Source: an optimization exercise on an open RTL-to-GDS flow (aim: small area, a short achievable clock period and few clock cycles per item). Production flows keep margins and buffers that such runs may drop.
At most, simulation tests tie the RTL to the original design; equivalence was not proved.
For run 5, only the layout was checked, not whether the RTL still works.

==> flow/design.v (outline; a module is shown in full before it is edited, if it fits) <==
// module hslrgb_mul_c: 355 lines
// module hslrgb_booth: 17 lines
// module hslrgb_mul_x: 548 lines
// module hslrgb_div: 565 lines
// module hsl_to_rgb_converter_unit: 150 lines
module hsl_to_rgb_converter_unit #(
  parameter int FRACTION_BITS = hslrgb_pkg::FRACTION_BITS
) (
  input  logic             clk,
  input  logic             rst_n,
  input  logic             in_valid,
  output logic             in_stall,
  input  hslrgb_pkg::hsl_t in_data,
  output logic             out_valid,
  input  logic             out_stall,
  output hslrgb_pkg::rgb_t out_data
);
  // ...
==> flow/flow/run.sh <==
#!/bin/bash
# The standard layout (the standard.sh: ORFS synthesis to finish) with two
# changes that keep the design and its registers as the standard synthesis
# makes them:
#  - after synthesis, flow/invopt.py removes inverters around full adders
#    (a full adder of inverted inputs gives inverted outputs), a purely
#    combinational rewrite of the netlist;
#  - the port buffers use the smallest plain buffer instead of the delay
#    buffer buffer_ports picks by default. Every port is still buffered.
set -euo pipefail
RES=orfs/results/${FLOW_PLATFORM:-sky130hd}/hsl_to_rgb_converter_unit/base
bash standard.sh synth > standard_synth.log 2>&1
cp $RES/1_2_yosys.v yosys_netlist_orig.v
if python3 flow/invopt.py yosys_netlist_orig.v yosys_netlist_opt.v > invopt.log 2>&1; then
  cp yosys_netlist_opt.v $RES/1_2_yosys.v
  rm -f $RES/1_synth.odb $RES/1_synth.sdc
fi
bash standard.sh "BUFFER_PORTS_ARGS=-buffer_cell sky130_fd_sc_hd__buf_1" finish > standard_flow.log 2>&1
==> flow/flow/invopt.py <==
#!/usr/bin/env python3
"""Remove inverters around full adders in a flat gate-level netlist.

A full adder is self-dual: FA(~a, ~b, ~c) = (~sum, ~cout). Flipping an adder
(feeding it the complements of its inputs and complementing its outputs)
keeps the logic unchanged; a flip is kept when it removes more inverters than
it adds. Only sky130 fa_* and inv_* cells are touched.

usage: invopt.py in.v out.v
"""
import re, sys, copy

LIB = "sky130_fd_sc_hd__"
OUTP = {"X", "Y", "Q", "Q_N", "SUM", "COUT", "HI", "LO"}

def parse(path):
    text = open(path).read()
    m = re.search(r"^\s*module\s+(\S+)\s*\(", text, re.M)
    body_start = m.start()
    cell_re = re.compile(r"^  (" + LIB + r"\w+)\s+(\\\S+ |\S+)\s*\((.*?)\);\n", re.S | re.M)
    cells = {}
    order = []
    first = None
    last = None
    for cm in cell_re.finditer(text):
        if first is None:
            first = cm.start()
        last = cm.end()
        typ, name, body = cm.group(1), cm.group(2).strip(), cm.group(3)
        pins = {}
        for pm in re.finditer(r"\.(\w+)\(\s*(\\\S+ |[^)]*?)\s*\)", body):
            pins[pm.group(1)] = pm.group(2).strip()
        cells[name] = [typ, pins, cm.group(0)]
        order.append(name)
    head = text[:first]
    tail = text[last:]
    # output ports (bits)
    outs = set()
    for om in re.finditer(r"^\s*output\s+(\[(\d+):(\d+)\]\s+)?(\S+);", head, re.M):
        if om.group(1):
            hi, lo = int(om.group(2)), int(om.group(3))
            for b in range(min(hi, lo), max(hi, lo) + 1):
                outs.add(f"{om.group(4)}[{b}]")
        else:
            outs.add(om.group(4))
    return head, tail, cells, order, outs

class NL:
    def __init__(self, cells, order, outs):
        self.cells = cells
        self.order = order
        self.outs = outs
        self.n = 0
        self.newwires = []
        self.rebuild()
    def rebuild(self):
        self.drv = {}
        self.loads = {}
        for name, (typ, pins, _) in self.cells.items():
            for p, net in pins.items():
                if p in OUTP:
                    self.drv[net] = (name, p)
                else:
                    self.loads.setdefault(net, []).append((name, p))
    def is_inv(self, name):
        return self.cells[name][0].startswith(LIB + "inv_")
    def ninv(self):
        return sum(1 for c in self.cells if self.is_inv(c))
    def fresh(self, base):
        self.n += 1
        return f"_inv{base}{self.n}_"

def set_pin(nl, name, pin, net):
    nl.cells[name][1][pin] = net
    nl.cells[name][2] = None

def add_inv(nl, a, y):
    name = nl.fresh("c")
    nl.cells[name] = [LIB + "inv_1", {"A": a, "Y": y}, None]
    nl.order.append(name)
    return name

def sweep(nl):
    changed = True
    while changed:
        changed = False
        nl.rebuild()
        for name in list(nl.cells):
            if nl.is_inv(name):
                y = nl.cells[name][1]["Y"]
                if not nl.loads.get(y) and y not in nl.outs:
                    del nl.cells[name]
                    changed = True

def flip(nl, f):
    nl.rebuild()
    typ, pins, _ = nl.cells[f]
    for p in ("A", "B", "CIN"):
        x = pins[p]
        d = nl.drv.get(x)
        if d and nl.is_inv(d[0]):
            set_pin(nl, f, p, nl.cells[d[0]][1]["A"])
        else:
            inv = [l for l, lp in nl.loads.get(x, []) if nl.is_inv(l)]
            if inv:
                set_pin(nl, f, p, nl.cells[inv[0]][1]["Y"])
            else:
                w = nl.fresh("w")
                nl.newwires.append(w)
                add_inv(nl, x, w)
                set_pin(nl, f, p, w)
    for q in ("SUM", "COUT"):
        z = pins[q]
        zn = nl.fresh("w")
        nl.newwires.append(zn)
        set_pin(nl, f, q, zn)
        need_true = z in nl.outs
        for (l, lp) in nl.loads.get(z, []):
            if l == f:
                continue
            if nl.is_inv(l) and nl.cells[l][1]["Y"] not in nl.outs:
                w = nl.cells[l][1]["Y"]
                for (l2, lp2) in nl.loads.get(w, []):
                    set_pin(nl, l2, lp2, zn)
                del nl.cells[l]
            else:
                need_true = True
        if need_true:
            add_inv(nl, zn, z)
    sweep(nl)

def optimize(nl):
    sweep(nl)
    base = nl.ninv()
    improved = True
    while improved:
        improved = False
        fas = [c for c in nl.cells if nl.cells[c][0].startswith(LIB + "fa_")]
        for f in fas:
            if f not in nl.cells:
                continue
            before = nl.ninv()
            snap = (copy.deepcopy(nl.cells), list(nl.order), nl.n, list(nl.newwires))
            flip(nl, f)
            after = nl.ninv()
            if after < before:
                improved = True
            else:
                nl.cells, nl.order, nl.n, nl.newwires = snap
                nl.rebuild()
    return base, nl.ninv()

def emit(nl, head, tail):
    out = [head.rstrip("\n") + "\n"]
    for w in nl.newwires:
        out.append(f"  wire {w};\n")
    for name in nl.order:
        if name not in nl.cells:
            continue
        typ, pins, text = nl.cells[name]
        if text is not None:
            out.append(text)
            continue
        def fmt(n):
            return n + " " if n.startswith("\\") else n
        ps = ",\n".join(f"    .{p}({fmt(n)})" for p, n in pins.items())
        out.append(f"  {typ} {fmt(name)} (\n{ps}\n  );\n")
    out.append(tail)
    return "".join(out)

if __name__ == "__main__":
    head, tail, cells, order, outs = parse(sys.argv[1])
    nl = NL(cells, order, outs)
    b, a = optimize(nl)
    open(sys.argv[2], "w").write(emit(nl, head, tail))
    print(f"invopt: inverters {b} -> {a}")
==> flow/standard.sh <==
#!/bin/bash
# synth_recipe.tcl (not shown) runs the flow's synth.tcl, then flattens the netlist and writes it again
# the make line also repeats each setting of config.mk as NAME=value (left out here)
make -C /OpenROAD-flow-scripts/flow DESIGN_CONFIG=/design/flow/config.mk WORK_HOME=/design/flow/orfs CLKGATE_MAP_FILE= SYNTH_SCRIPT=/design/flow/synth_recipe.tcl "${@:-finish}"
==> flow/config.mk <==
export PLATFORM = sky130hd
export DESIGN_NAME = hsl_to_rgb_converter_unit
export DESIGN_NICKNAME = hsl_to_rgb_converter_unit
export VERILOG_FILES = /design/flow/design.v
export SDC_FILE = /design/flow/constraint.sdc
export NUM_CORES = 4
export LEC_CHECK = 0
export ABC_AREA = 1
export CAP_MARGIN = 10
export CORE_MARGIN = 2
export CORE_UTILIZATION = 40
export PLACE_DENSITY = 0.6
export SETUP_SLACK_MARGIN = 2.2
export SLEW_MARGIN = 10
==> flow/constraint.sdc <==
create_clock -name core_clock -period 7.0 [get_ports {clk}]
set_input_delay 1.4000 -clock core_clock [delete_from_list [all_inputs] [get_ports {clk}]]
set_output_delay 1.4000 -clock core_clock [all_outputs]
set_load 0.01 [all_outputs]
==> impl_metrics.yaml, run 1 <==
finish:
  multi_input_area_sq_um: 10800
  buffer_area_frac: 0.0612
  clkCellAreaFrac: 0.0293
  layout_common_cells: "273 x nand2_1, 237 x inv_1, 194 x edfxtp_1"
  multi_input_gates: 1343
  buffers: 196
  drive_gt1_frac: 0.121
critical_path:
  cpMostUsedCell: "fa_1"
  slowest_delay_ns: 0.53
  r2r-start: "s1_c_r[9]"
  path_class: "flip-flop to flip-flop"
  worst_r2r_endpoint: "s2_q_r[14]"
  cp.arrival_ns: 4.98
hold_path:
  hp-class: "flip-flop to flip-flop"
  min_path_cells: 0
drt:
  vias_per_cell: 5.34
  wl_met1_mm: 19.8
grt:
  grt_use_met3: 0.0273
  grt_use_total: 0.194
  grt_pass1_wl_mm: 71.7
  grt_max_degree: 125
  grt_pass1_vias: 13500
floorplanning:
  start_util: 0.403
sta:
  hold_ws_ns: 0.423
  clock_skew_ns: 0.0133
synth:
  syn_area_sq_um: 17800
  synth_area_per_cell_sq_um: 9.36
outcome:
  status: "complete, no violations"
flow_run:
  maxCapViolCount: 0
cts:
  post_cts_buffers: 24
  cts_buffers: 17
Testbench counts, summed over its fixed seeds: cycles 8,032, items 8,000.
==> run 2: changes to the inputs <==
--- a/flow/config.mk
+++ b/flow/config.mk
@@ -11,4 +11,4 @@
 export CORE_UTILIZATION = 40
 export PLACE_DENSITY = 0.6
-export SETUP_SLACK_MARGIN = 2.2
+export SETUP_SLACK_MARGIN = 1.8
 export SLEW_MARGIN = 10
==> run 2 against run 1 <==
  * Synthesized cell count did not move
  * Critical path depth fell by 4
  * Setup slack got worse by 0.18 ns
  * Fmax fell by 3.6%
  * Area after synthesis did not move
  * Worst hold slack barely moved
  * Non-clock buffer count fell by 81
  * Via count fell by 3.2%
  * First-iteration DRC count fell by 3.4%
  * Flip-flop and latch count did not move
  * Still clean
  * Final area fell by 5.1%
==> impl_metrics.yaml, run 2 <==
sta:
  fin_tns_setup_ns: 0
  slew_violations: 0
  rsz0062_at_grt: "no"
  setup_viol: 0
  clock_skew_ns: 0.0132
  slew_headroom: 0.347
  fmax_mhz: 202
  finalCriticalPeriod_ns: 4.94
  setup_slack_ns: 2.06
  fin_crit_sh: 0.706
  tightest_slew_ns: 0.979
  hold_viol: 0
finish:
  drive_gt1_frac: 0.0524
  final_common_cell: "nand2_1"
  layout_common_cells: "275 x nand2_1, 266 x inv_1, 194 x edfxtp_1"
  diodes: 0
  fin_nets: 2271
  largest_register_ffs: 16
  synthToLayoutAreaGrowth_pct: 9.18
  top_register: "s2_q_r"
hold_path:
  min_to: "s3_p_r[12]"
  min_path_cells: 0
  hp-class: "flip-flop to flip-flop"
  hp-start: "s2_p_r[12]"
place:
  dpl_worst_slack_ns: 1.91
  io_buffer_count: 85
  hpwl_mm: 33.9
  gp_congestion: 0.923
grt:
  grt-ovfl-total: 0
  grt_use_total: 0.191
  antenna_found_initial: 1
  grt_max_degree: 125
  grt_pass1_wl_mm: 70.7
  grt_pass1_vias: 13300
outcome:
  status: "complete, no violations"
critical_path:
  end_kind: "flip-flop"
  path_class: "flip-flop to flip-flop"
  cp.arrival_ns: 5.15
  worst_r2r_endpoint: "s2_q_r[15]"
  cp-start-kind: "flip-flop"
  r2r-start: "s1_c_r[8]"
  critical_path_required_ns: 7.21
  reg2reg_slack_ns: 2.06
  r2r_cells: 14
  crit_fanout: 13
cts:
  insertion_delay_ns: 0.47
  cts_buffers: 17
  h-tree-depth: 4
  clock_path_buffers: 2
  cts.clk_slew.worst_paths_ns: 0.08
  ctsRootBufferMaster: "clkbuf_16"
  cts_tree: "built"
  cts.sinks: 198
synth:
  yosys_warnings: 2
  synthesis.nets: 2217
  synth_area_per_cell_sq_um: 9.36
  syn_area_sq_um: 17800
  syn_inst: 1897
drt:
  drcViolationCount: 0
  ant_nets: 0
  vias: 13700
  totalWireLength_mm: 43.7
  avgRoutedWirePerCell_microns: 17.1
  dr.pass1.iters: 6
  vias_per_cell: 5.34
  first_iter_violations: 1255
flow_run:
  maxCapViolCount: 0
floorplanning:
  rows: 77
  dieArea_sq_um: 46100
  io_pins: 86
  core_area_sq_um: 44000
  die_y_microns: 215
  start_util: 0.403
  die_w_microns: 215
## run 2: changes by cell type in the layout (fill, tap and decap cells not counted), moves of 5 or more
cell	change
buf_4	-71
inv_1	+29
clkinvlp_4	-27
ha_1	+8
ha_4	-8
o22ai_1	+8
buf_6	-6
o22ai_2	-6
xor2_1	+5
xor2_2	-5
## run 2: what timing repair did
action | CTS | global route
resized for setup | 0 | 3
setup buffers | 0 | 25
endpoints found under the setup margin | 0 | 2
hold buffers | 0 | 0
## run 2: critical path: stages (launching register included)
cell and delay (ns):
edfxtp_1 0.42, inv_1 0.48, o22ai_1 0.19, xor2_1 0.20
fa_1 0.46, fa_1 0.45, fa_1 0.57, fa_1 0.43
ha_1 0.39, a21oi_1 0.25, o21ai_0 0.11, o21bai_1 0.20
a21oi_1 0.25, o21ai_0 0.14, xnor2_1 0.14
## run 2: layout make-up
| type | count | area (sq um) |
|---|---|---|
| clock buffer | 18 | 429 |
| clock inverter | 14 | 169 |
| fill | 4331 | 24600 |
| inverter | 276 | 1050 |
| multi-input combinational | 1343 | 10500 |
| sequential | 198 | 5910 |
| tap | 592 | 741 |
| timing repair buffer | 115 | 569 |
## run 2: layer usage
layer,GRT usage,vias to the layer above,wire length [microns]
met3,0.0272,81,2190
met4,0.0701,2,1180
li1,-,6659,-
met2,0.318,461,20700
met5,0,-,13
met1,0.254,6451,19600
## run 2: worst max-delay path by stage
| stage | from | to |
|---|---|---|
| after floorplan | s1_neg_r[1] | s2_q_r[15] |
| after global placement | s1_c_r[12] | s2_q_r[15] |
| after detailed placement | s1_c_r[12] | s2_q_r[15] |
| after CTS | s1_c_r[12] | s2_q_r[15] |
| after global routing | s1_neg_r[1] | s2_q_r[15] |
| final | s1_c_r[8] | s2_q_r[15] |
## run 2: per-stage QoR
stage               hold WS (ns)  utilization  std cells  area (sq um)
detailed placement         0.405        0.422       2499         18600
global placement           0.404        0.422       2499         18600
floorplan                  0.400            -       1897         17800
CTS                        0.424        0.435       2531         19200
finish                     0.423        0.440       2556         19400
global route               0.427        0.440       2556         19400
==> run 3: changes to the inputs <==
--- a/flow/config.mk
+++ b/flow/config.mk
@@ -6,9 +6,8 @@
 export NUM_CORES = 4
 export LEC_CHECK = 0
-export ABC_AREA = 1
-export CAP_MARGIN = 10
+export CAP_MARGIN = 20
 export CORE_MARGIN = 2
 export CORE_UTILIZATION = 40
 export PLACE_DENSITY = 0.6
-export SETUP_SLACK_MARGIN = 1.8
-export SLEW_MARGIN = 10
+export SETUP_SLACK_MARGIN = 2.0
+export SLEW_MARGIN = 20
==> run 3 against run 2 <==
  * Die area increased by 1.5%
  * Routed wire length shrank 0.26%
  * Cell count fell by 4.4%
  * Critical endpoint is now s1_c_r[11]
  * Synthesized cell count fell by 7.9%
  * Core utilization up 1.3 points
  * First-iteration DRC count increased by 2.1%
  * Critical path type unchanged
  * Fmax up 1.3%
  * Count of clock-buffer cells in the layout unchanged
==> impl_metrics.yaml, run 3 <==
finish:
  synthToLayoutAreaGrowth_pct: 11.3
  top_register: "s2_q_r"
  layout_common_cells: "194 x edfxtp_1, 152 x ha_1, 141 x xnor2_1"
  final_common_cell: "edfxtp_1"
  largest_register_ffs: 16
  diodes: 0
  fin_nets: 2159
  drive_gt1_frac: 0.0875
floorplanning:
  die_y_microns: 216
  die_w_microns: 216
  core_area_sq_um: 44300
  dieArea_sq_um: 46800
  start_util: 0.407
  io_pins: 86
  rows: 77
critical_path:
  critical_path_required_ns: 7.22
  path_cells: "buf_4 -> a222oi_1 -> fa_1 -> fa_1 -> fa_1 -> inv_1 -> ha_1 -> and3_1 -> o2111ai_1 -> a31o_2 -> nand3b_1 -> a21oi_2 -> o311ai_2 -> a21oi_2 -> xor2_1 -> mux2_2"
  r2r_cells: 16
  end_kind: "flip-flop"
  worst_r2r_endpoint: "s1_c_r[11]"
  slowest_stage: "fa_1"
  cp-start-kind: "flip-flop"
  reg2reg_slack_ns: 2.12
  crit_fanout: 5
  r2r-start: "s0_m_r[8]"
  slowest_delay_ns: 0.52
  cpMostUsedCell: "fa_1"
  path_class: "flip-flop to flip-flop"
  cp.arrival_ns: 5.09
drt:
  first_iter_violations: 1281
  vias: 13600
  drcViolationCount: 0
  ant_nets: 0
  avgRoutedWirePerCell_microns: 17.8
  dr.pass1.iters: 10
  vias_per_cell: 5.56
  totalWireLength_mm: 43.6
grt:
  grt_use_total: 0.187
  grt_max_degree: 79
  grt_pass1_wl_mm: 69.9
  grt_pass1_vias: 13200
  antenna_found_initial: 1
  grt-ovfl-total: 0
synth:
  syn_inst: 1747
  synth_area_per_cell_sq_um: 10.3
  yosys_warnings: 2
  syn_area_sq_um: 18000
  synthesis.nets: 2067
place:
  hpwl_mm: 31.7
  gp_congestion: 0.881
  io_buffer_count: 85
flow_run:
  maxCapViolCount: 0
sta:
  rsz0062_at_grt: "yes"
  slew_headroom: 0.345
  fmax_mhz: 205
  hold_viol: 0
  setup_viol: 0
  fin_crit_sh: 0.697
  tightest_slew_ns: 0.983
  clock_skew_ns: 0.0173
  slew_violations: 0
  fin_tns_setup_ns: 0
  finalCriticalPeriod_ns: 4.88
  hold_ws_ns: 0.416
cts:
  cts_buffers: 17
  clock_path_buffers: 2
  insertion_delay_ns: 0.47
  cts.sinks: 198
  cts_tree: "built"
  cts.clk_slew.worst_paths_ns: 0.07
  h-tree-depth: 4
  ctsRootBufferMaster: "clkbuf_16"
hold_path:
  hp-start: "s1_sect_r[2]"
  min_path_cells: 0
  hp-class: "flip-flop to flip-flop"
  min_to: "s2_sect_r[2]"
outcome:
  status: "complete, no violations"
==> run 3: worst max path at each step <==
stage / cells past startpoint / endpoint / slack [ns] / from
2_1_floorplan: 17 / s2_q_r[12] / 2.06 / s1_neg_r[1]
3_3_place_gp: 16 / s2_q_r[12] / 1.85 / s1_c_r[7]
3_5_place_dp: 15 / s1_c_r[11] / 1.77 / s0_m_r[8]
4_1_cts: 15 / s1_c_r[11] / 2.01 / s0_m_r[8]
5_1_grt: 16 / s2_q_r[15] / 1.96 / s1_two_r[2]
6_report: 16 / s1_c_r[11] / 2.12 / s0_m_r[8]
==> run 3: area by class of cell <==
type	instances	area [sq um]
tap	592	741
inverter	141	529
multi-input combinational	1294	11300
fill	4174	24200
sequential	198	5910
timing repair buffer	187	1080
clock inverter	13	134
clock buffer	18	429
==> run 3: metal layers <==
metal,vias up,GRT usage,wire length (microns)
li1,6533,-,-
met1,6555,0.250,19600
met2,444,0.307,20700
met3,61,0.0317,2450
met4,0,0.0614,938
met5,-,0,0
==> run 3: per-stage QoR <==
stage | area (sq um) | worst slack (ns) | utilization | std cells
after floorplan | 18000 | 2.06 | - | 1747
after global placement | 18700 | 1.85 | 0.423 | 2318
after detailed placement | 18700 | 1.77 | 0.423 | 2318
after CTS | 19800 | 2.01 | 0.447 | 2417
after global routing | 20100 | 1.96 | 0.453 | 2443
final | 20100 | 2.12 | 0.453 | 2443
==> run 3: critical path: cells and delay by family, from the launching register on <==
family / cells / cell delay [ns]
flip-flops: 1 / 0.50
AO/OA/AOI/OAI: 6 / 1.23
multiplexers: 1 / 0.26
AND/OR/NAND/NOR: 2 / 0.45
adder cells (fa/ha/maj): 4 / 1.81
XOR/XNOR: 1 / 0.15
buffers and inverters: 2 / 0.23
==> run 3: timing repair <==
action	CTS	global route
endpoints found under the setup margin	7	10
hold buffers	0	0
setup buffers	68	26
pin swaps	2	16
endpoints found under the hold margin	0	0
gates resized for setup	1	16
==> run 4: changes to the inputs <==
--- a/flow/config.mk
+++ b/flow/config.mk
@@ -6,4 +6,5 @@
 export NUM_CORES = 4
 export LEC_CHECK = 0
+export ABC_AREA = 1
 export CAP_MARGIN = 20
 export CORE_MARGIN = 2
==> run 4 against run 3 <==
  * Worst hold slack improved by 0.0066 ns
  * Register-to-register slack improved by 0.10 ns
  * First-iteration DRC count grew 14%
  * Critical path type unchanged
  * Critical endpoint is now s2_q_r[14]
==> impl_metrics.yaml, run 4 <==
grt:
  grt_use_total: 0.191
  grt_pass1_vias: 13400
  grt_pass1_wl_mm: 70.8
  grt-ovfl-total: 0
  grt_max_degree: 125
  antenna_found_initial: 1
place:
  io_buffer_count: 85
  hpwl_mm: 33.9
  dpl_worst_slack_ns: 1.91
  gp_congestion: 0.923
floorplanning:
  die_y_microns: 215
  dieArea_sq_um: 46100
  die_w_microns: 215
  core_area_sq_um: 44000
  rows: 77
  start_util: 0.403
  io_pins: 86
finish:
  drive_gt1_frac: 0.0834
  synthToLayoutAreaGrowth_pct: 11.9
  diodes: 0
  final_common_cell: "nand2_1"
  largest_register_ffs: 16
  fin_nets: 2322
  layout_common_cells: "275 x nand2_1, 253 x inv_1, 194 x edfxtp_1"
  top_register: "s2_q_r"
synth:
  yosys_warnings: 2
  syn_inst: 1897
  syn_area_sq_um: 17800
  synthesis.nets: 2217
  synth_area_per_cell_sq_um: 9.36
cts:
  clock_path_buffers: 2
  ctsRootBufferMaster: "clkbuf_16"
  cts.sinks: 198
  cts_buffers: 17
  cts_tree: "built"
  cts.clk_slew.worst_paths_ns: 0.08
  h-tree-depth: 4
  insertion_delay_ns: 0.46
sta:
  setup_viol: 0
  rsz0062_at_grt: "yes"
  clock_skew_ns: 0.0128
  fin_tns_setup_ns: 0
  setup_slack_ns: 2.22
  fin_crit_sh: 0.683
  finalCriticalPeriod_ns: 4.78
  slew_headroom: 0.364
  hold_viol: 0
  slew_violations: 0
  hold_ws_ns: 0.423
  tightest_slew_ns: 0.950
  fmax_mhz: 209
drt:
  vias: 13800
  totalWireLength_mm: 44.2
  drcViolationCount: 0
  avgRoutedWirePerCell_microns: 17.0
  first_iter_violations: 1459
  vias_per_cell: 5.30
  dr.pass1.iters: 6
  ant_nets: 0
critical_path:
  endpoint: "s2_q_r[14]"
  worst_r2r_endpoint: "s2_q_r[14]"
  cp-start-kind: "flip-flop"
  r2r_cells: 18
  startpoint: "s1_c_r[9]"
  reg2reg_slack_ns: 2.22
  critical_path_required_ns: 7.21
  crit_fanout: 12
  path_class: "flip-flop to flip-flop"
  cp.arrival_ns: 4.99
  r2r-start: "s1_c_r[9]"
  end_kind: "flip-flop"
outcome:
  status: "complete, no violations"
flow_run:
  maxCapViolCount: 0
hold_path:
  hp-class: "flip-flop to flip-flop"
==> run 4: changes by cell type in the layout (fill, tap and decap cells not counted), moves of 27 or more <==
cell and change:
a21oi_1 +64, xnor2_1 -119, xor2_1 +100, nand2_1 +166, o221ai_1 +69, o22ai_1 +74, nand2b_1 -28, buf_4 -27
nand3_1 +30, a22oi_1 -56, inv_1 +113, nor2b_1 -39, a222oi_1 -65
==> run 4: stage by stage <==
stage	cells	util	area [sq um]
floorplan	1897	-	17800
global placement	2499	0.422	18600
detailed placement	2499	0.422	18600
CTS	2532	0.436	19200
global route	2607	0.451	19900
finish	2607	0.451	19900
==> run 4: routing by layer <==
layer | GRT usage | up-vias | wire, microns
met5 | 0 | - | 13
met4 | 0.0701 | 2 | 1260
met3 | 0.0272 | 91 | 2110
met1 | 0.254 | 6500 | 19800
li1 | - | 6768 | -
met2 | 0.319 | 456 | 21100
==> run 4: timing repair <==
| item | CTS | global route |
|---|---|---|
| gates resized for setup | 0 | 18 |
| buffers inserted | 1 | 74 |
| gates cloned | 0 | 1 |
| endpoints found under the setup margin | 2 | 12 |
| hold buffers | 0 | 0 |
==> run 4: final cells by class <==
| class | instances | area, sq um |
|---|---|---|
| fillers | 4297 | 24200 |
| multi-input cells | 1343 | 10500 |
| flip-flops and latches | 198 | 5910 |
| clock inverters | 14 | 169 |
| well taps | 592 | 741 |
| repair inverters | 1 | 7.51 |
| inverters | 276 | 1100 |
| repair buffers | 165 | 995 |
| clock buffers | 18 | 429 |
==> run 4: critical path: stages, from the launching register on <==
cell        delay (ns)
edfxtp_1          0.46
clkinvlp_4        0.14
buf_12            0.16
o22ai_1           0.21
xor2_1            0.23
fa_1              0.49
fa_1              0.41
fa_1              0.57
fa_1              0.43
ha_1              0.37
nand2_1           0.11
nor2_1            0.14
inv_1             0.05
nor2_1            0.14
nand4_1           0.12
nand4_1           0.18
nand4_1           0.10
o211ai_1          0.11
xor2_1            0.09
==> run 4: how the worst min path moves through the flow <==
stage / startpoint / end / cells past startpoint
after floorplan: s0_sect_r[0] / s1_sect_r[0] / 0
after global placement: s2_p_r[6] / s3_p_r[6] / 0
after detailed placement: s2_p_r[9] / s3_p_r[9] / 0
after CTS: s2_p_r[9] / s3_p_r[9] / 0
after global routing: s2_p_r[9] / s3_p_r[9] / 0
final: s2_p_r[12] / s3_p_r[12] / 0
==> module hsl_to_rgb_converter_unit, before the edit <==
module hsl_to_rgb_converter_unit #(
  parameter int FRACTION_BITS = hslrgb_pkg::FRACTION_BITS
) (
  input  logic             clk,
  input  logic             rst_n,
  input  logic             in_valid,
  output logic             in_stall,
  input  hslrgb_pkg::hsl_t in_data,
  output logic             out_valid,
  input  logic             out_stall,
  output hslrgb_pkg::rgb_t out_data
);
  logic       en;
  logic [3:0] vld_r;
  assign en       = !(vld_r[3] && out_stall);
  assign in_stall = !en;
  always_ff @(posedge clk) begin
    if (!rst_n) begin
      vld_r <= '0;
    end else if (en) begin
      vld_r <= {vld_r[2:0], in_valid};
    end
  end
  logic [11:0] lmin;
  logic        lhi;
  logic [6:0]  hh;
  logic [7:0]  hlo;
  logic [2:0]  sect;
  logic [3:0]  frac_hi;
  logic [11:0] k;
  always_comb begin
    lhi = in_data.lightness[12] | in_data.lightness[11];
    if (in_data.lightness[12])
      lmin = '0;
    else if (in_data.lightness[11])
      lmin = 12'd0 - in_data.lightness[11:0];
    else
      lmin = in_data.lightness[11:0];
    hh  = in_data.hue[14:8];
    hlo = in_data.hue[7:0];
    if (hh >= 7'd90) begin
      sect    = 3'd5;
      frac_hi = 4'd0;
    end else begin
      sect    = 3'(hh / 7'd15);
      frac_hi = 4'(hh % 7'd15);
    end
    if (hh >= 7'd90)
      k = '0;
    else if (sect[0])
      k = {4'd14 - frac_hi, ~hlo} + 12'd1;    
    else
      k = {frac_hi, hlo};                     
  end
  logic [11:0] s0_m_r, s0_k_r;
  logic [5:0]  s0_s1_r, s0_s2_r, s0_s3_r;
  logic [12:0] s0_m3_r;
  logic        s0_sfull_r, s0_lhi_r;
  logic [2:0]  s0_sect_r;
  logic [11:0] cmul;
  logic [12:0] c, lig;
  hslrgb_mul_c u_mul_c (
    .x_i    (s0_m_r),
    .x3_i   (s0_m3_r),
    .s1_i   (s0_s1_r),
    .s2_i   (s0_s2_r),
    .s3_i   (s0_s3_r),
    .prod_o (cmul)
  );
  logic [6:0] k_one, k_two;
  logic [5:0] k_neg;
  hslrgb_booth u_booth (
    .y_i   (s0_k_r),
    .one_o (k_one),
    .two_o (k_two),
    .neg_o (k_neg)
  );
  always_comb begin
    c   = s0_sfull_r ? {s0_m_r, 1'b0} : {1'b0, cmul};
    lig = s0_lhi_r ? (13'd4096 - 13'(s0_m_r)) : 13'(s0_m_r);
  end
  logic [12:0] s1_c_r, s1_l_r;
  logic [6:0]  s1_one_r, s1_two_r;
  logic [5:0]  s1_neg_r;
  logic [2:0]  s1_sect_r;
  logic [15:0] q;
  logic [12:0] m0, peak;
  hslrgb_mul_x u_mul_x (
    .x_i    (s1_c_r),
    .one_i  (s1_one_r),
    .two_i  (s1_two_r),
    .neg_i  (s1_neg_r),
    .prod_o (q)
  );
  always_comb begin
    m0   = s1_l_r - (s1_c_r >> 1);
    peak = s1_l_r + (s1_c_r >> 1) + 13'(s1_c_r[0]);
  end
  logic [15:0] s2_q_r;
  logic [12:0] s2_m_r, s2_p_r;
  logic [2:0]  s2_sect_r;
  logic [12:0] xm;
  logic [12:0] s3_x_r, s3_m_r, s3_p_r;
  logic [2:0]  s3_sect_r;
  hslrgb_div u_div (
    .q_i   (s2_q_r),
    .add_i (s2_m_r),
    .sum_o (xm)
  );
  always_comb begin
    case (s3_sect_r)
      3'd0:    out_data = {s3_p_r, s3_x_r, s3_m_r};
      3'd1:    out_data = {s3_x_r, s3_p_r, s3_m_r};
      3'd2:    out_data = {s3_m_r, s3_p_r, s3_x_r};
      3'd3:    out_data = {s3_m_r, s3_x_r, s3_p_r};
      3'd4:    out_data = {s3_x_r, s3_m_r, s3_p_r};
      default: out_data = {s3_p_r, s3_m_r, s3_x_r};
    endcase
  end
  always_ff @(posedge clk) begin
    if (en) begin
      s0_m_r     <= lmin;
      s0_m3_r    <= 13'(lmin) + {lmin, 1'b0};
      s0_lhi_r   <= lhi;
      for (int i = 0; i < 6; i++) begin
        s0_s1_r[i] <= ~in_data.saturation[2*i+1] &  in_data.saturation[2*i];
        s0_s2_r[i] <=  in_data.saturation[2*i+1] & ~in_data.saturation[2*i];
        s0_s3_r[i] <=  in_data.saturation[2*i+1] &  in_data.saturation[2*i];
      end
      s0_sfull_r <= in_data.saturation[12];
      s0_k_r     <= k;
      s0_sect_r  <= sect;
      s1_c_r     <= c;
      s1_l_r     <= lig;
      s1_one_r   <= k_one;
      s1_two_r   <= k_two;
      s1_neg_r   <= k_neg;
      s1_sect_r  <= s0_sect_r;
      s2_q_r     <= q;
      s2_m_r     <= m0;
      s2_p_r     <= peak;
      s2_sect_r  <= s1_sect_r;
      s3_x_r     <= xm;
      s3_m_r     <= s2_m_r;
      s3_p_r     <= s2_p_r;
      s3_sect_r  <= s2_sect_r;
    end
  end
  assign out_valid = vld_r[3];
endmodule
==> run 5: changes to the inputs <==
--- a/flow/design.v
+++ b/flow/design.v
@@ -1583,5 +1583,5 @@
   );
   always_comb begin
-    c   = s0_sfull_r ? {s0_m_r, 1'b0} : {1'b0, cmul};
+    c   = {1'b0, cmul} | ({s0_m_r, 1'b0} & {13{s0_sfull_r}});
     lig = s0_lhi_r ? (13'd4096 - 13'(s0_m_r)) : 13'(s0_m_r);
   end
@@ -1630,7 +1630,7 @@
       s0_lhi_r   <= lhi;
       for (int i = 0; i < 6; i++) begin
-        s0_s1_r[i] <= ~in_data.saturation[2*i+1] &  in_data.saturation[2*i];
-        s0_s2_r[i] <=  in_data.saturation[2*i+1] & ~in_data.saturation[2*i];
-        s0_s3_r[i] <=  in_data.saturation[2*i+1] &  in_data.saturation[2*i];
+        s0_s1_r[i] <= ~in_data.saturation[12] & ~in_data.saturation[2*i+1] &  in_data.saturation[2*i];
+        s0_s2_r[i] <= ~in_data.saturation[12] &  in_data.saturation[2*i+1] & ~in_data.saturation[2*i];
+        s0_s3_r[i] <= ~in_data.saturation[12] &  in_data.saturation[2*i+1] &  in_data.saturation[2*i];
       end
       s0_sfull_r <= in_data.saturation[12];
--- a/flow/config.mk
+++ b/flow/config.mk
@@ -6,5 +6,4 @@
 export NUM_CORES = 4
 export LEC_CHECK = 0
-export ABC_AREA = 1
 export CAP_MARGIN = 20
 export CORE_MARGIN = 2
==> run 5 against run 4 <==
  * Still clean on timing, DRC and antenna
  * Via count is 2.0% lower
  * Global-route usage decreased by 0.71 points
  * Final area grew 1.4%
  * Flip-flop and latch count unchanged
  * Routed wire length is 2.9% lower
  * Non-clock buffer count up 5
  * Setup slack lost 0.14 ns
  * Worst hold slack worse by 0.0046 ns
==> impl_metrics.yaml, run 5 <==
finish:
  final_common_cell: "edfxtp_1"
  fin_area_sq_um: 20100
  fin_nets: 2140
  top_register: "s2_q_r"
  largest_register_ffs: 16
  layout_common_cells: "194 x edfxtp_1, 147 x ha_1, 143 x inv_1"
  synthToLayoutAreaGrowth_pct: 11.6
  stdcell_count: 2423
  diodes: 0
  drive_gt1_frac: 0.0896
critical_path:
  r2r-start: "s1_two_r[1]"
  critical_path_required_ns: 7.22
  path_class: "flip-flop to flip-flop"
  worst_r2r_endpoint: "s2_q_r[10]"
  end_kind: "flip-flop"
  reg2reg_slack_ns: 2.08
  cp.arrival_ns: 5.14
  path_cells: "buf_4 -> a22oi_1 -> xnor2_1 -> ha_1 -> fa_1 -> fa_1 -> fa_1 -> ha_4 -> a21oi_2 -> nor2b_1 -> o21a_1 -> or2_2 -> o21ai_1 -> a2bb2oi_2 -> a21oi_1 -> a21oi_1 -> xnor2_1"
  r2r_cells: 17
  slowest_stage: "fa_1"
  worst-path-buf-inv: 1
  slowest_delay_ns: 0.61
  cpMostUsedCell: "fa_1"
  path_delay_family: "adder cells"
  crit_fanout: 6
  cp-start-kind: "flip-flop"
drt:
  vias: 13500
  first_iter_violations: 1606
  ant_nets: 0
  vias_per_cell: 5.59
  drcViolationCount: 0
  avgRoutedWirePerCell_microns: 17.7
  totalWireLength_mm: 42.9
  dr.pass1.iters: 13
grt:
  grt_pass1_wl_mm: 69.2
  use_met2: 0.309
  antenna_found_initial: 0
  grt_pass1_vias: 13300
  grt_use_met3: 0.0258
  grt_use_total: 0.184
  grt-ovfl-total: 0
  grt_max_degree: 73
  grt_use_met1: 0.247
  busiest_layer: "met2"
cts:
  cts_tree: "built"
  clock_path_buffers: 2
  cts.clk_slew.worst_paths_ns: 0.06
  cts.sinks: 198
  h-tree-depth: 4
  cts_hold_buf: 0
  cts_buffers: 17
  ctsRootBufferMaster: "clkbuf_16"
  insertion_delay_ns: 0.47
synth:
  syn_area_sq_um: 18100
  yosys_warnings: 2
  synthesis.nets: 2063
  syn_inst: 1744
  synth_area_per_cell_sq_um: 10.4
floorplanning:
  die_w_microns: 216
  die_y_microns: 216
  dieArea_sq_um: 46900
  start_util: 0.407
  rows: 77
  io_pins: 86
  core_area_sq_um: 44400
hold_path:
  min_path_cells: 0
  min_to: "s3_sect_r[1]"
  hp-start: "s2_sect_r[1]"
  hp-class: "flip-flop to flip-flop"
sta:
  setup_viol: 0
  fmax_mhz: 203
  rsz0062_at_grt: "yes"
  hold_viol: 0
  fin_tns_setup_ns: 0
  slew_violations: 0
  fin_crit_sh: 0.703
  slew_headroom: 0.383
  finalCriticalPeriod_ns: 4.92
  clock_skew_ns: 0.0132
  tightest_slew_ns: 0.925
  hold_ws_ns: 0.418
place:
  hpwl_mm: 31.6
  io_buffer_count: 85
  place_inst: 2318
  gp_congestion: 0.867
  place_area_sq_um: 18800
flow_run:
  maxCapViolCount: 0
outcome:
  status: "complete, no violations"
==> run 5: cell types whose count changed in the layout (fill, tap and decap cells not counted), moves of 53 or more <==
cell / previous run / this run
xor2_1: 131 / 37
o221ai_1: 69 / 0
a222oi_1: 0 / 65
o22ai_1: 89 / 14
a21oi_1: 121 / 68
xnor2_1: 22 / 135
nand2_1: 275 / 113
inv_1: 253 / 143
==> run 5: cell type report <==
cell class / count / area [sq um]
tap: 592 / 741
clock buffer: 18 / 429
sequential: 198 / 5910
inverter: 144 / 541
clock inverter: 11 / 174
fill: 4093 / 24300
multi-input combinational: 1290 / 11400
timing repair buffer: 170 / 997
==> run 5: metal layers <==
metal  routed length (microns)  vias up
li1                          -     6502
met1                     19000     6556
met2                     20900      440
met3                      2340       45
met4                       747        0
met5                         0        -
==> run 5: stage by stage <==
stage | setup slack [ns] | util
3_3_place_gp | 1.76 | 0.422
2_1_floorplan | 2.03 | -
5_1_grt | 1.90 | 0.454
3_5_place_dp | 1.69 | 0.422
4_1_cts | 1.94 | 0.442
6_report | 2.08 | 0.454
==> run 5: worst max path at each step <==
stage,depth (start not counted),slack (ns),start,endpoint
2_1_floorplan,17,2.03,s1_neg_r[1],s2_q_r[14]
3_3_place_gp,15,1.76,s1_neg_r[1],s2_q_r[14]
3_5_place_dp,15,1.69,s1_neg_r[1],s2_q_r[14]
4_1_cts,16,1.94,s1_c_r[10],s2_q_r[14]
5_1_grt,17,1.90,s1_two_r[1],s2_q_r[10]
6_report,17,2.08,s1_two_r[1],s2_q_r[10]
==> run 5: repair_timing <==
action                     4_1_cts  5_1_grt
pin swaps                        0       25
gates resized for setup          4       29
buffers inserted                36       40
setup endpoints to repair        7       12
cloned                           0        0
==> run 6: changes to the inputs <==
--- a/flow/design.v
+++ b/flow/design.v
@@ -1583,5 +1583,5 @@
   );
   always_comb begin
-    c   = {1'b0, cmul} | ({s0_m_r, 1'b0} & {13{s0_sfull_r}});
+    c   = s0_sfull_r ? {s0_m_r, 1'b0} : {1'b0, cmul};
     lig = s0_lhi_r ? (13'd4096 - 13'(s0_m_r)) : 13'(s0_m_r);
   end
@@ -1607,6 +1607,5 @@
   logic [2:0]  s2_sect_r;
   logic [12:0] xm;
-  logic [12:0] s3_x_r, s3_m_r, s3_p_r;
-  logic [2:0]  s3_sect_r;
+  hslrgb_pkg::rgb_t out_r, out_nxt;
   hslrgb_div u_div (
     .q_i   (s2_q_r),
@@ -1615,11 +1614,11 @@
   );
   always_comb begin
-    case (s3_sect_r)
-      3'd0:    out_data = {s3_p_r, s3_x_r, s3_m_r};
-      3'd1:    out_data = {s3_x_r, s3_p_r, s3_m_r};
-      3'd2:    out_data = {s3_m_r, s3_p_r, s3_x_r};
-      3'd3:    out_data = {s3_m_r, s3_x_r, s3_p_r};
-      3'd4:    out_data = {s3_x_r, s3_m_r, s3_p_r};
-      default: out_data = {s3_p_r, s3_m_r, s3_x_r};
+    case (s2_sect_r)
+      3'd0:    out_nxt = {s2_p_r, xm,     s2_m_r};
+      3'd1:    out_nxt = {xm,     s2_p_r, s2_m_r};
+      3'd2:    out_nxt = {s2_m_r, s2_p_r, xm};
+      3'd3:    out_nxt = {s2_m_r, xm,     s2_p_r};
+      3'd4:    out_nxt = {xm,     s2_m_r, s2_p_r};
+      default: out_nxt = {s2_p_r, s2_m_r, xm};
     endcase
   end
@@ -1630,7 +1629,7 @@
       s0_lhi_r   <= lhi;
       for (int i = 0; i < 6; i++) begin
-        s0_s1_r[i] <= ~in_data.saturation[12] & ~in_data.saturation[2*i+1] &  in_data.saturation[2*i];
-        s0_s2_r[i] <= ~in_data.saturation[12] &  in_data.saturation[2*i+1] & ~in_data.saturation[2*i];
-        s0_s3_r[i] <= ~in_data.saturation[12] &  in_data.saturation[2*i+1] &  in_data.saturation[2*i];
+        s0_s1_r[i] <= ~in_data.saturation[2*i+1] &  in_data.saturation[2*i];
+        s0_s2_r[i] <=  in_data.saturation[2*i+1] & ~in_data.saturation[2*i];
+        s0_s3_r[i] <=  in_data.saturation[2*i+1] &  in_data.saturation[2*i];
       end
       s0_sfull_r <= in_data.saturation[12];
@@ -1647,10 +1646,8 @@
       s2_p_r     <= peak;
       s2_sect_r  <= s1_sect_r;
-      s3_x_r     <= xm;
-      s3_m_r     <= s2_m_r;
-      s3_p_r     <= s2_p_r;
-      s3_sect_r  <= s2_sect_r;
+      out_r      <= out_nxt;
     end
   end
   assign out_valid = vld_r[3];
+  assign out_data  = out_r;
 endmodule
--- a/flow/config.mk
+++ b/flow/config.mk
@@ -6,8 +6,9 @@
 export NUM_CORES = 4
 export LEC_CHECK = 0
+export ABC_AREA = 1
 export CAP_MARGIN = 20
 export CORE_MARGIN = 2
 export CORE_UTILIZATION = 40
-export PLACE_DENSITY = 0.6
+export PLACE_DENSITY = 0.7
 export SETUP_SLACK_MARGIN = 2.0
 export SLEW_MARGIN = 20
==> run 6 against run 5 <==
  * Non-clock buffer count decreased by 9
  * First-iteration DRC count decreased by 3.1%
  * Critical path type unchanged
  * Via count up 4.9%
  * Critical endpoint is now s2_q_r[14]
  * Die area is 2.7% lower
  * Register-to-register slack better by 0.05 ns
==> impl_metrics.yaml, run 6 <==
drt:
  first_iter_violations: 1557
  vias: 14200
  avgRoutedWirePerCell_microns: 17.1
  dr.pass1.iters: 6
  drcViolationCount: 0
  ant_nets: 0
  vias_per_cell: 5.49
  totalWireLength_mm: 44.1
synth:
  synthesis.nets: 2204
  syn_inst: 1885
  synth_area_per_cell_sq_um: 9.31
  syn_area_sq_um: 17600
  yosys_warnings: 2
floorplanning:
  die_y_microns: 213
  dieArea_sq_um: 45600
  start_util: 0.407
  rows: 76
  die_w_microns: 213
  core_area_sq_um: 43200
  io_pins: 86
finish:
  synthToLayoutAreaGrowth_pct: 11.7
  top_register: "out_r"
  drive_gt1_frac: 0.0765
  fin_nets: 2307
  diodes: 0
  largest_register_ffs: 39
  final_common_cell: "nand2_1"
  top_regs: "out_r x39, s2_q_r x16"
  n_fill_cell: 4023
  stdcell_count: 2586
  layout_common_cells: "277 x nand2_1, 242 x inv_1, 191 x edfxtp_1"
  fin_util: 0.454
cts:
  cts_tree: "built"
  cts.sinks: 195
  cts_buffers: 17
  ctsRootBufferMaster: "clkbuf_16"
  insertion_delay_ns: 0.46
  clock_path_buffers: 2
  h-tree-depth: 4
  cts.clk_slew.worst_paths_ns: 0.07
place:
  gp_congestion: 0.978
  dpl_worst_slack_ns: 2.05
  place_inst: 2478
  hpwl_mm: 33.9
  io_buffer_count: 85
sta:
  fin_crit_sh: 0.695
  rsz0062_at_grt: "yes"
  slew_violations: 0
  slew_headroom: 0.262
  finalCriticalPeriod_ns: 4.86
  fmax_mhz: 206
  setup_viol: 0
  setup_slack_ns: 2.14
  tightest_slew_ns: 1.10
  fin_tns_setup_ns: 0
  hold_viol: 0
  clock_skew_ns: 0.0112
critical_path:
  cp.arrival_ns: 5.06
  cp-start-kind: "flip-flop"
  r2r_cells: 17
  critical_path_required_ns: 7.19
  end_kind: "flip-flop"
  crit_fanout: 7
  path_class: "flip-flop to flip-flop"
grt:
  grt_pass1_wl_mm: 70.7
  grt_pass1_vias: 13800
  grt-ovfl-total: 0
  antenna_found_initial: 1
  grt_use_total: 0.195
  grt_max_degree: 93
outcome:
  status: "complete, no violations"
flow_run:
  maxCapViolCount: 0
hold_path:
  min_path_cells: 0
  hp-class: "flip-flop to flip-flop"
[run 6: changes by cell type in the layout (fill, tap and decap cells not counted), moves of 45 or more]
cell / change
a222oi_1: -65
xor2_1: +96
inv_1: +99
a21oi_1: +70
xnor2_1: -116
o22ai_1: +75
o221ai_1: +45
nand2_1: +164
a22oi_1: -50
[run 6: timing repair]
| item | CTS | global route |
|---|---|---|
| setup buffers | 0 | 74 |
| endpoints found under the setup margin | 0 | 5 |
| hold buffers | 0 | 0 |
| gates resized for setup | 0 | 21 |
[run 6: through the flow]
| step | instance area [sq um] | hold slack (ns) |
|---|---|---|
| after floorplan | 17600 | 0.400 |
| after global placement | 18300 | 0.411 |
| after detailed placement | 18300 | 0.408 |
| after CTS | 18900 | 0.421 |
| after global routing | 19600 | 0.436 |
| final | 19600 | 0.419 |
[run 6: cell type report]
type,count,area [sq um],share of cell area
Clock inverter,12,155,0.00791
Multi-Input combinational cell,1352,10500,0.538
Tap cell,585,732,0.0373
Clock buffer,20,437,0.0223
Sequential cell,195,5820,0.297
Timing Repair Buffer,161,902,0.0460
Timing Repair inverter,2,10.0,0.000511
Inverter,259,1010,0.0517
[run 6: critical path, cell delays in order, from the launching register on]
cell	delay (ns)
edfxtp_1	0.43
clkinvlp_4	0.23
buf_4	0.20
buf_4	0.13
o22ai_1	0.15
xor2_1	0.21
fa_1	0.49
fa_1	0.54
fa_1	0.44
fa_1	0.47
ha_1	0.36
nand2_1	0.13
nor2_1	0.06
a211oi_1	0.18
nand2_1	0.14
a21oi_2	0.19
o21ai_0	0.11
xor2_1	0.15
[run 6: per-layer routing]
layer  track usage  vias to the layer above  routed length, microns
met5             0                        -                      12
met4        0.0733                        2                    1420
met3        0.0373                      127                    3300
met2         0.328                      645                   21000
met1         0.251                     6721                   18400
li1              -                     6706                       -
[run 6: path summary, 6_finish.rpt]
check | end | start | slack (ns)
setup / recovery | s2_q_r[14] | s1_c_r[11] | 2.14
hold / removal | s1_sect_r[0] | s0_sect_r[0] | 0.42
setup reg to reg | s2_q_r[14] | s1_c_r[11] | 2.14
hold reg to reg | s1_sect_r[0] | s0_sect_r[0] | 0.42
Testbench counts of run 6, summed over its fixed seeds: cycles 8,032, items 8,000.
==> run 7: changes to the inputs <==
--- a/flow/config.mk
+++ b/flow/config.mk
@@ -10,5 +10,5 @@
 export CORE_MARGIN = 2
 export CORE_UTILIZATION = 40
-export PLACE_DENSITY = 0.7
+export PLACE_DENSITY = 0.5
 export SETUP_SLACK_MARGIN = 2.0
 export SLEW_MARGIN = 20
==> run 7 against run 6 <==
  * Still clean
  * Area after synthesis unchanged
  * Cell count shrank 0.50%
  * Global-route usage is 1.3 points higher
  * Clock skew grew 0.0082 ns
  * Critical endpoint unchanged
==> impl_metrics.yaml, run 7 <==
sta:
  clock_skew_ns: 0.0194
  setup_slack_ns: 2.19
  slew_headroom: 0.287
  slew_violations: 0
  fin_tns_setup_ns: 0
  setup_viol: 0
  fmax_mhz: 208
  rsz0062_at_grt: "yes"
  fin_crit_sh: 0.687
  hold_viol: 0
  tightest_slew_ns: 1.07
  finalCriticalPeriod_ns: 4.81
floorplanning:
  io_pins: 86
  dieArea_sq_um: 45600
  die_y_microns: 213
  rows: 76
  start_util: 0.407
  die_w_microns: 213
  core_area_sq_um: 43200
finish:
  fin_util: 0.454
  top_regs: "out_r x39, s2_q_r x16"
  final_common_cell: "nand2_1"
  fin_area_sq_um: 19600
  layout_common_cells: "276 x nand2_1, 242 x inv_1, 191 x edfxtp_1"
  drive_gt1_frac: 0.0765
  synthToLayoutAreaGrowth_pct: 11.5
  regArea_sq_um: 5820
  fin_nets: 2294
  n_fill_cell: 4227
  top_register: "out_r"
  largest_register_ffs: 39
  stdcell_count: 2573
  diodes: 0
  multi_input_area_sq_um: 10600
place:
  place_inst: 2479
  io_buffer_count: 85
  place_area_sq_um: 18300
  hpwl_mm: 35.7
  dpl_worst_slack_ns: 2.02
  gp_congestion: 0.853
critical_path:
  r2r_cells: 17
  end_kind: "flip-flop"
  path_class: "flip-flop to flip-flop"
  path_cells: "clkinvlp_4 -> buf_6 -> buf_4 -> o22ai_1 -> xor2_1 -> fa_1 -> fa_1 -> fa_1 -> fa_1 -> ha_4 -> nand2_1 -> nor2_1 -> a211oi_1 -> nand2_1 -> a21oi_2 -> o21ai_1 -> xor2_1"
  cp.arrival_ns: 5.05
  r2r-start: "s1_c_r[8]"
  cp-start-kind: "flip-flop"
  slowest_stage: "fa_1"
  cpMostUsedCell: "fa_1"
  critical_path_required_ns: 7.24
  worst_r2r_endpoint: "s2_q_r[14]"
  startpoint: "s1_c_r[8]"
  endpoint: "s2_q_r[14]"
  slowest_delay_ns: 0.55
  crit_fanout: 8
  reg2reg_slack_ns: 2.19
drt:
  totalWireLength_mm: 46.5
  dr.pass1.iters: 7
  first_iter_violations: 1139
  vias_per_cell: 5.36
  vias: 13800
  avgRoutedWirePerCell_microns: 18.1
  drcViolationCount: 0
  ant_nets: 0
cts:
  cts_buffers: 17
  cts.clk_slew.worst_paths_ns: 0.08
  cts_hold_buf: 0
  clock_path_buffers: 2
  cts.sinks: 195
  cts_tree: "built"
  ctsRootBufferMaster: "clkbuf_16"
  h-tree-depth: 4
  insertion_delay_ns: 0.49
grt:
  grt_pass1_wl_mm: 73.3
  grt_pass1_vias: 13400
  grt_use_total: 0.208
  antenna_found_initial: 0
  grt-ovfl-total: 0
  grt_max_degree: 70
synth:
  synthesis.nets: 2204
  yosys_warnings: 2
  syn_inst: 1885
  synth_area_per_cell_sq_um: 9.31
  syn_area_sq_um: 17600
hold_path:
  hp-class: "flip-flop to flip-flop"
outcome:
  status: "complete, no violations"
flow_run:
  maxCapViolCount: 0
## run 7: layout make-up
cell class / count / share of cell area
repair buffers: 148 / 0.0410
inverters: 259 / 0.0517
flip-flops and latches: 195 / 0.297
well taps: 585 / 0.0374
multi-input cells: 1352 / 0.541
clock buffers: 17 / 0.0217
clock inverters: 15 / 0.00946
repair inverters: 2 / 0.000511
## run 7: layer usage
metal  wire (microns)  GRT usage  vias up
met5                0          0        -
met4             1110     0.0723        0
met3             2270     0.0293       71
met2            22600      0.355      433
met1            20500      0.271     6596
li1                 -          -     6680
## run 7: repair_timing
| item | in CTS | in global routing |
|---|---|---|
| gates cloned | 0 | 2 |
| gates resized for setup | 2 | 29 |
| setup buffers | 0 | 60 |
| pin swaps | 0 | 15 |
| setup endpoints to repair | 1 | 7 |
## run 7: how the worst min path moves through the flow
stage	cells past startpoint	to	startpoint	slack (ns)
detailed placement	0	s1_sect_r[0]	s0_sect_r[0]	0.42
finish	0	s1_sect_r[0]	s0_sect_r[0]	0.43
global placement	0	s1_sect_r[0]	s0_sect_r[0]	0.42
floorplan	0	s1_sect_r[0]	s0_sect_r[0]	0.40
global route	0	s1_sect_r[0]	s0_sect_r[0]	0.44
CTS	0	s1_sect_r[0]	s0_sect_r[0]	0.44
## run 7: metrics by stage
stage / hold WS [ns]
3_5_place_dp: 0.418
6_report: 0.430
2_1_floorplan: 0.400
4_1_cts: 0.436
3_3_place_gp: 0.417
5_1_grt: 0.440
## run 7: worst max-delay path, delay by kind of cell, from the launching register on
kind                       cells  cell delay (ns)
DFF                            1             0.43
buffers and inverters          3             0.60
and+or+nand+nor                3             0.27
adders and majority gates      5             2.22
AOI/OAI and AO/OA              4             0.65
xor gates and xnor gates       2             0.36
==> run 8: changes to the inputs <==
--- a/flow/config.mk
+++ b/flow/config.mk
@@ -10,5 +10,5 @@
 export CORE_MARGIN = 2
 export CORE_UTILIZATION = 40
-export PLACE_DENSITY = 0.5
-export SETUP_SLACK_MARGIN = 2.0
+export PLACE_DENSITY = 0.6
+export SETUP_SLACK_MARGIN = 1.9
 export SLEW_MARGIN = 20
==> run 8 against run 7 <==
  * Critical endpoint unchanged
  * Core utilization shrank 0.48 points
  * Non-clock buffer count shrank 7
  * Final area shrank 1.1%
  * First-iteration DRC count grew 24%
  * Clock skew shrank 0.0055 ns
  * Register-to-register slack lost 0.14 ns
  * Die area is the same
  * Routed wire length shrank 3.0%
==> impl_metrics.yaml, run 8 <==
outcome:
  status: "complete, no violations"
synth:
  syn_inst: 1885
  yosys_warnings: 2
  syn_area_sq_um: 17600
  synth_area_per_cell_sq_um: 9.31
  synthesis.nets: 2204
drt:
  vias: 13900
  totalWireLength_mm: 45.1
  avgRoutedWirePerCell_microns: 17.6
  ant_nets: 0
  vias_per_cell: 5.42
  drcViolationCount: 0
  dr.pass1.iters: 6
  first_iter_violations: 1407
sta:
  finalCriticalPeriod_ns: 4.95
  slew_violations: 0
  rsz0062_at_grt: "no"
  clock_skew_ns: 0.0139
  fin_crit_sh: 0.707
  tightest_slew_ns: 1.07
  hold_ws_ns: 0.413
  fin_tns_setup_ns: 0
  hold_viol: 0
  slew_headroom: 0.287
  setup_viol: 0
  fmax_mhz: 202
finish:
  stdcell_count: 2568
  layout_common_cells: "277 x nand2_1, 241 x inv_1, 191 x edfxtp_1"
  n_fill_cell: 4169
  largest_register_ffs: 39
  fin_area_sq_um: 19400
  final_common_cell: "nand2_1"
  synthToLayoutAreaGrowth_pct: 10.4
  top_regs: "out_r x39, s2_q_r x16"
  drive_gt1_frac: 0.0661
  fin_util: 0.449
  diodes: 0
  top_register: "out_r"
  fin_nets: 2289
place:
  gp_congestion: 0.967
  place_inst: 2477
  place_area_sq_um: 18300
  io_buffer_count: 85
  hpwl_mm: 34.4
cts:
  cts.clk_slew.worst_paths_ns: 0.08
  insertion_delay_ns: 0.49
  cts.sinks: 195
  clock_path_buffers: 2
  cts_tree: "built"
  h-tree-depth: 4
  cts_buffers: 17
  ctsRootBufferMaster: "clkbuf_16"
floorplanning:
  io_pins: 86
  dieArea_sq_um: 45600
  die_w_microns: 213
  die_y_microns: 213
  rows: 76
  start_util: 0.407
  core_area_sq_um: 43200
hold_path:
  min_path_cells: 0
  hp-class: "flip-flop to flip-flop"
  hp-start: "s1_sect_r[1]"
  min_to: "s2_sect_r[1]"
critical_path:
  r2r_cells: 13
  cp-start-kind: "flip-flop"
  critical_path_required_ns: 7.23
  cp.arrival_ns: 5.18
  worst_r2r_endpoint: "s2_q_r[14]"
  worst-path-buf-inv: 2
  path_cells: "clkinv_1 -> xor2_1 -> fa_1 -> inv_1 -> fa_1 -> fa_1 -> fa_1 -> ha_1 -> a21oi_1 -> o21ai_0 -> a21oi_1 -> o21ai_0 -> xor2_1"
  slowest_delay_ns: 0.77
  cpMostUsedCell: "fa_1"
  reg2reg_slack_ns: 2.05
  end_kind: "flip-flop"
  slowest_stage: "edfxtp_1"
  r2r-start: "s1_neg_r[2]"
  crit_fanout: 11
  path_class: "flip-flop to flip-flop"
  path_delay_family: "adder cells"
grt:
  grt_pass1_vias: 13500
  grt-ovfl-total: 0
  grt_max_degree: 107
  grt_pass1_wl_mm: 71.3
  antenna_found_initial: 0
  grt_use_total: 0.201
flow_run:
  maxCapViolCount: 0
-- run 8: repair_timing --
item / in CTS / in global routing
hold buffers: 0 / 0
resized for setup: 0 / 13
setup endpoints to repair: 0 / 4
buffers inserted: 0 / 55
-- run 8: through the flow --
| stage | worst slack [ns] |
|---|---|
| 6_report | 2.05 |
| 5_1_grt | 1.87 |
| 3_3_place_gp | 2.12 |
| 4_1_cts | 2.03 |
| 3_5_place_dp | 2.03 |
| 2_1_floorplan | 2.25 |
-- run 8: final cells by class --
| type | instances | area [sq um] | share of cell area |
|---|---|---|---|
| Clock buffer | 19 | 433 | 0.0223 |
| Clock inverter | 13 | 119 | 0.00613 |
| Inverter | 259 | 1010 | 0.0523 |
| Multi-Input combinational cell | 1352 | 10500 | 0.541 |
| Sequential cell | 195 | 5820 | 0.300 |
| Tap cell | 585 | 732 | 0.0378 |
| Timing Repair Buffer | 141 | 756 | 0.0390 |
| Timing Repair inverter | 4 | 20.0 | 0.00103 |
-- run 8: worst max-delay path by stage --
stage	start	to	slack (ns)	depth (start not counted)
2_1_floorplan	s1_neg_r[1]	s2_q_r[13]	2.25	20
3_3_place_gp	s1_c_r[8]	s2_q_r[13]	2.12	20
3_5_place_dp	s1_c_r[11]	s2_q_r[13]	2.03	19
4_1_cts	s1_c_r[11]	s2_q_r[13]	2.03	19
5_1_grt	s1_c_r[8]	s2_q_r[15]	1.87	19
6_report	s1_neg_r[2]	s2_q_r[14]	2.05	13
-- run 8: layer usage --
metal  global-route usage  vias up  wire length [microns]
met5                    0        -                      0
met4               0.0788        0                   1530
met2                0.332      557                  20800
met1                0.261     6588                  19600
met3               0.0393       94                   3090
li1                     -     6669                      -
==> run 9: changes to the inputs <==
--- a/flow/config.mk
+++ b/flow/config.mk
@@ -11,4 +11,4 @@
 export CORE_UTILIZATION = 40
 export PLACE_DENSITY = 0.6
-export SETUP_SLACK_MARGIN = 1.9
+export SETUP_SLACK_MARGIN = 2.1
 export SLEW_MARGIN = 20
==> run 9 against run 8 <==
  * Still clean
  * Routed wire length rose by 0.96%
  * Fmax rose by 6.0%
  * Cell count rose by 1.2%
  * Count of clock-buffer cells in the layout did not move
  * Area after synthesis did not move
  * Flip-flop and latch count did not move
  * Register-to-register slack improved by 0.28 ns
  * Global-route usage rose by 0.076 points
  * Clock skew fell by 0.0017 ns
==> impl_metrics.yaml, run 9 <==
critical_path:
  worst-path-buf-inv: 2
  reg2reg_slack_ns: 2.33
  critical_path_depth: 18
  cpMostUsedCell: "fa_1"
  r2r_cells: 18
  slowest_stage: "fa_1"
  crit_fanout: 6
  worst_r2r_endpoint: "s2_q_r[11]"
  startpoint: "s1_c_r[7]"
  critical_path_required_ns: 7.24
  slowest_delay_ns: 0.56
  cp.arrival_ns: 4.91
  path_cells: "clkinvlp_4 -> o22ai_2 -> xor2_1 -> fa_1 -> fa_1 -> fa_1 -> fa_1 -> ha_4 -> a21oi_1 -> o21ai_0 -> a21oi_1 -> nand2_2 -> nand3_2 -> nand2_2 -> nand2_1 -> o211ai_1 -> buf_4 -> xor2_1"
  r2r-start: "s1_c_r[7]"
  path_class: "flip-flop to flip-flop"
  path_delay_family: "adder cells"
  endpoint: "s2_q_r[11]"
  cp-start-kind: "flip-flop"
  end_kind: "flip-flop"
hold_path:
  min_path_cells: 0
  hp-class: "flip-flop to flip-flop"
synth:
  yosys_warnings: 2
  syn_inst: 1885
  synthesis.nets: 2204
  synth_area_per_cell_sq_um: 9.31
  syn_area_sq_um: 17600
cts:
  cts.sinks: 195
  clock_path_buffers: 2
  ctsRootBufferMaster: "clkbuf_16"
  cts_buffers: 17
  cts_hold_buf: 0
  insertion_delay_ns: 0.49
  cts_tree: "built"
  h-tree-depth: 4
  cts.clk_slew.worst_paths_ns: 0.08
sta:
  setup_slack_ns: 2.33
  hold_viol: 0
  setup_viol: 0
  fin_crit_sh: 0.667
  tightest_slew_ns: 1.09
  fmax_mhz: 214
  clock_skew_ns: 0.0122
  finalCriticalPeriod_ns: 4.67
  slew_violations: 0
  rsz0062_at_grt: "no"
  fin_tns_setup_ns: 0
  slew_headroom: 0.270
floorplanning:
  core_area_sq_um: 43200
  dieArea_sq_um: 45600
  io_pins: 86
  die_w_microns: 213
  die_y_microns: 213
  start_util: 0.407
  rows: 76
flow_run:
  maxCapViolCount: 0
finish:
  fin_nets: 2321
  drive_gt1_frac: 0.0918
  top_regs: "out_r x39, s2_q_r x16"
  layout_common_cells: "275 x nand2_1, 231 x inv_1, 191 x edfxtp_1"
  largest_register_ffs: 39
  top_register: "out_r"
  final_common_cell: "nand2_1"
  diodes: 0
  synthToLayoutAreaGrowth_pct: 12.4
outcome:
  status: "complete, no violations"
grt:
  grt_pass1_wl_mm: 71.4
  grt-ovfl-total: 0
  grt_max_degree: 107
  antenna_found_initial: 0
  grt_pass1_vias: 13600
  grt_use_total: 0.202
drt:
  vias_per_cell: 5.41
  dr.pass1.iters: 6
  avgRoutedWirePerCell_microns: 17.5
  totalWireLength_mm: 45.5
  drcViolationCount: 0
  vias: 14100
  ant_nets: 0
  first_iter_violations: 1382
place:
  hpwl_mm: 34.4
  gp_congestion: 0.967
  io_buffer_count: 85
  dpl_worst_slack_ns: 2.03
[run 9: worst min-delay path by stage]
stage | start | endpoint
global placement | s1_sect_r[1] | s2_sect_r[1]
finish | s1_sect_r[1] | s2_sect_r[1]
detailed placement | s1_sect_r[1] | s2_sect_r[1]
floorplan | s0_sect_r[0] | s1_sect_r[0]
CTS | s1_sect_r[1] | s2_sect_r[1]
global route | s1_sect_r[1] | s2_sect_r[1]
[run 9: metal layers]
metal / up-vias / share of wire / track usage
met4: 0 / 0.037 / 0.0809
met5: - / 0 / 0
met2: 552 / 0.46 / 0.333
met3: 103 / 0.067 / 0.0432
li1: 6737 / - / -
met1: 6676 / 0.44 / 0.259
[run 9: timing repair]
| item | CTS | global route |
|---|---|---|
| setup buffers | 7 | 81 |
| gates resized for setup | 3 | 37 |
| endpoints found under the setup margin | 3 | 7 |
| gates cloned | 0 | 3 |
| pin swaps | 0 | 11 |
[run 9: metrics by stage]
| stage | hold WS [ns] | area, sq um | utilization | cells |
|---|---|---|---|---|
| floorplan | 0.400 | 17600 | - | 1885 |
| global placement | 0.405 | 18300 | 0.424 | 2477 |
| detailed placement | 0.405 | 18300 | 0.424 | 2477 |
| CTS | 0.416 | 18900 | 0.439 | 2516 |
| global route | 0.425 | 19700 | 0.457 | 2600 |
| finish | 0.417 | 19700 | 0.457 | 2600 |
[run 9: cell type report]
type                            instances  area, sq um
Timing Repair inverter                  3         15.0
Multi-Input combinational cell       1352        10600
Fill cell                            4129        23400
Sequential cell                       195         5820
Timing Repair Buffer                  174         1010
Clock buffer                           19          433
Clock inverter                         13          119
Inverter                              259         1050
Tap cell                              585          732

[separate check: timing with driven ports]
The results above use ideal ports. As a check the final layouts listed here were re-extracted and re-timed, cells and wires unchanged. Step 1 assumes that a clkbuf_16 drives the clock port and a buf_2 every other input. Step 2, shift: input delay + t, output delay - t, t = (earliest + latest rising clock arrival at the registers) / 2. This alone moves slack from input paths to output paths. Slacks: ideal / step 1 / step 2; pairs: ideal / step 1.
| run | t (ns) | setup slack, ns | worst hold slack (ns) | worst setup path at the end | pins driven straight from the clock port |
|---|---|---|---|---|---|
| run 1 | 0.515 | 2.235 / 2.235 / 2.235 | 0.423 / 0.423 / 0.423 | register to register | 1 |
| run 2 | 0.513 | 2.059 / 2.059 / 2.059 | 0.423 / 0.423 / 0.423 | register to register | 1 |
| run 3 | 0.517 | 2.122 / 2.122 / 1.886 | 0.416 / 0.416 / 0.416 | input to register | 1 |
| run 4 | 0.510 | 2.222 / 2.222 / 2.222 | 0.423 / 0.423 / 0.423 | register to register | 1 |
| run 5 | 0.520 | 2.080 / 2.080 / 2.076 | 0.418 / 0.418 / 0.418 | input to register | 1 |
| run 6 | 0.504 | 2.135 / 2.135 / 2.135 | 0.419 / 0.419 / 0.419 | register to register | 1 |
| run 7 | 0.536 | 2.188 / 2.188 / 2.188 | 0.430 / 0.430 / 0.430 | register to register | 1 |
| run 8 | 0.532 | 2.051 / 2.051 / 2.051 | 0.413 / 0.413 / 0.413 | register to register | 1 |
| run 9 | 0.538 | 2.331 / 2.331 / 2.331 | 0.417 / 0.417 / 0.417 | register to register | 1 |
After both steps setup and hold are still met in every run listed. The setup slack of run 3, which loses most, moves by 0.000 ns with the drivers and by -0.236 ns with both steps.
